Background: an optimization exercise with open tools, aiming at small area, a short achievable clock period and few clock cycles per item. Do not read the settings as production practice.
Where RTL was checked, it was by simulation tests only, not by an equivalence proof against the original.

==> inputs of branch ember <==
Design adaptive_gain_pcm_mixer, start of the top module:
module adaptive_gain_pcm_mixer (
  input  logic        clk,
  input  logic        rst,
  input  logic        sample_valid,
  output logic        sample_ready,
  input  logic [15:0] sample_vocal,
  input  logic [15:0] sample_music,
  input  logic        sample_last,
  output logic        result_valid,
  input  logic        result_ready,
  output logic [15:0] result_mixed,
  output logic        result_clipped,
  output logic        result_last,
  input  logic        cfg_valid,
  output logic        cfg_ready,
  input  logic [3:0]  cfg_index,
  input  logic [15:0] cfg_wdata
);
clock: 10.0 ns
lec_check: 0
cap_margin: 20
core_margin: 2
core_utilization: 55
setup_slack_margin: 3.0
slew_margin: 20
tns_end_percent: 5
run.sh (not shown) runs the stock make flow with config.mk's settings and CLKGATE_MAP_FILE= SYNTH_SCRIPT=/design/flow/synth_recipe.tcl, a recipe that flattens the netlist after the stock synthesis.
==> branch juniper: changes against branch ember <==
- SETUP_SLACK_MARGIN: 3.0 -> 2.5
- TNS_END_PERCENT: 5 -> unset
==> branch onyx: changes against branch ember <==
- SETUP_SLACK_MARGIN: 3.0 -> 3.2
- TNS_END_PERCENT: 5 -> unset
==> flow_summary.ini <==
[finish]
post-route-util_pct = 66.2
final-clk-cell-share_pct = 2.09

[global_routing]
antenna_found_initial = 4
gr-usage-all-layers_pct = 36.9

[route]
wl_met3_mm = 14.2
via_per_inst = 6.26

[critical_path]
worst-path-stages = 33
path_max_fanout = 8
path_buf_inv = 5

[run_status]
outcome = complete, no violations

[timing]
fin_ws_ns = 2.53
The numbers above come from branch onyx.

==> flow_summary.ini <==
[timing]
fin_ws_ns = 2.65
post-route-min-period_ns = 7.35
slew_headroom_pct = 22.0

[finish]
post-route-util_pct = 63.0
final-clk-cell-share_pct = 2.48
multi_input_area_share_pct = 69.2

[global_routing]
gr-usage-all-layers_pct = 35.6
antenna_found_initial = 1

[critical_path]
path_buf_inv = 5
critPathLaunchType = flop
worst-path-stages = 34
path_max_fanout = 7

[run_status]
outcome = complete, no violations

[cts]
cts_resized = 186
tritoncts = yes

[synth]
synth_top_area_share_pct = 23.6

[route]
via_per_inst = 6.21
wl_met3_mm = 10.2
The numbers above come from branch ember.

==> flow_summary.ini <==
[finish]
post-route-util_pct = 62.2
final-clk-cell-share_pct = 2.17

[critical_path]
path_max_fanout = 7
worst-path-stages = 46
path_buf_inv = 27

[global_routing]
grt_max_degree = 54

[route]
wl_met3_mm = 9.07

[timing]
fin_ws_ns = 2.27

[run_status]
outcome = complete, no violations

[cts]
clkTransAtPathRegs_ns = 0.06
The numbers above come from branch juniper.

Function was not checked in any run of this note: the RTL went through the layout flow alone.

========
==> inputs of run a <==
adaptive_gain_pcm_mixer, a different RTL version from the one above (not shown whole).
export LEC_CHECK = 0
export CAP_MARGIN = 20
export CORE_MARGIN = 2
export CORE_UTILIZATION = 55
export SETUP_SLACK_MARGIN = 4.0
export SLEW_MARGIN = 20
create_clock -name core_clock -period 10.0 [get_ports {clk}]
==> run b: changes against run a <==
- ABC_AREA: unset -> 1
- TNS_END_PERCENT: unset -> 5
==> run c: changes against run a <==
- TNS_END_PERCENT: unset -> 5
==> qor summary <==
	run c	run a	run b
Outcome	timing/DRC/antenna clean	timing/DRC/antenna clean	timing/DRC/antenna clean
Count of clock buffers in the final design	45	45	40
Utilization of the core after routing	61.6%	62.4%	60.1%
Post-route met1 wirelength	48000 um	48300 um	56700 um
Setup WS pre-CTS	2.69 ns	2.69 ns	3.17 ns
Number of well-tap cells placed	978	978	1050
Startpoint of the lowest-slack register-to-register path	s3_x[13]$_DFFE_PP_	s3_x[8]$_DFFE_PP_	s3_x[29]$_DFFE_PP_
Placement Rows	101	101	103
Storage element area	7890 sq um	7890 sq um	7850 sq um
Global-route wire length before repair	200000 um	200000 um	223000 um
Routability Congestion	0.943	0.943	1.00
Worst path max stage delay	0.55 ns	0.55 ns	0.59 ns
Number of non-clock inverters in the layout	613	613	1126
Finished Layout Cells	5534	5556	6682
Hold WS	0.428 ns	0.427 ns	0.421 ns
Final clock period utilization by the worst path	61.7%	62.4%	59.4%
Share of synthesized cell area in full adder, half adder and majority cells	29.7%	29.7%	28.3%
Count of unique library cells instantiated by Yosys	84	84	58
Testbench counts of run a, summed over its fixed seeds: cycles 3,072, items 2,048.
Testbench counts of run b, summed over its fixed seeds: cycles 3,072, items 2,048.
Testbench counts of run c, summed over its fixed seeds: cycles 3,072, items 2,048.

re-timing with driven ports:
How much do the figures lean on ideal ports? The routed layouts below were timed once more, with nothing changed but the port constraints. Step 1 assumes that a clkbuf_16 drives the clock port and a buf_2 every other input. Step 2 adds t to the input delays and takes it off the output delays; t is the mean of the earliest and latest rising clock arrival at the registers after step 1. Input paths then give back, and output paths get back, about the clock's delay inside the block. a / b / c = ideal ports / drivers / drivers and shift; a / b = the first two.
run | t, ns | setup WS [ns] | hold WS [ns] | worst register clock-pin slew, ns | cell pins on the clock port's net
branch ember | 0.644 | 2.654 / 2.654 / 2.654 | 0.418 / 0.418 / 0.418 | 0.07 / 0.07 | 1
branch juniper | 0.627 | 2.272 / 2.272 / 2.272 | 0.421 / 0.421 / 0.421 | 0.06 / 0.06 | 1
branch onyx | 0.659 | 2.531 / 2.531 / 2.531 | 0.420 / 0.420 / 0.420 | 0.07 / 0.07 | 1
run a | 0.637 | 3.762 / 3.762 / 3.762 | 0.427 / 0.427 / 0.427 | 0.07 / 0.07 | 1
run b | 0.665 | 4.062 / 4.062 / 4.062 | 0.421 / 0.421 / 0.421 | 0.07 / 0.07 | 1
run c | 0.637 | 3.835 / 3.835 / 3.835 | 0.428 / 0.428 / 0.428 | 0.08 / 0.08 | 1
After both steps setup and hold are still met in every run listed.
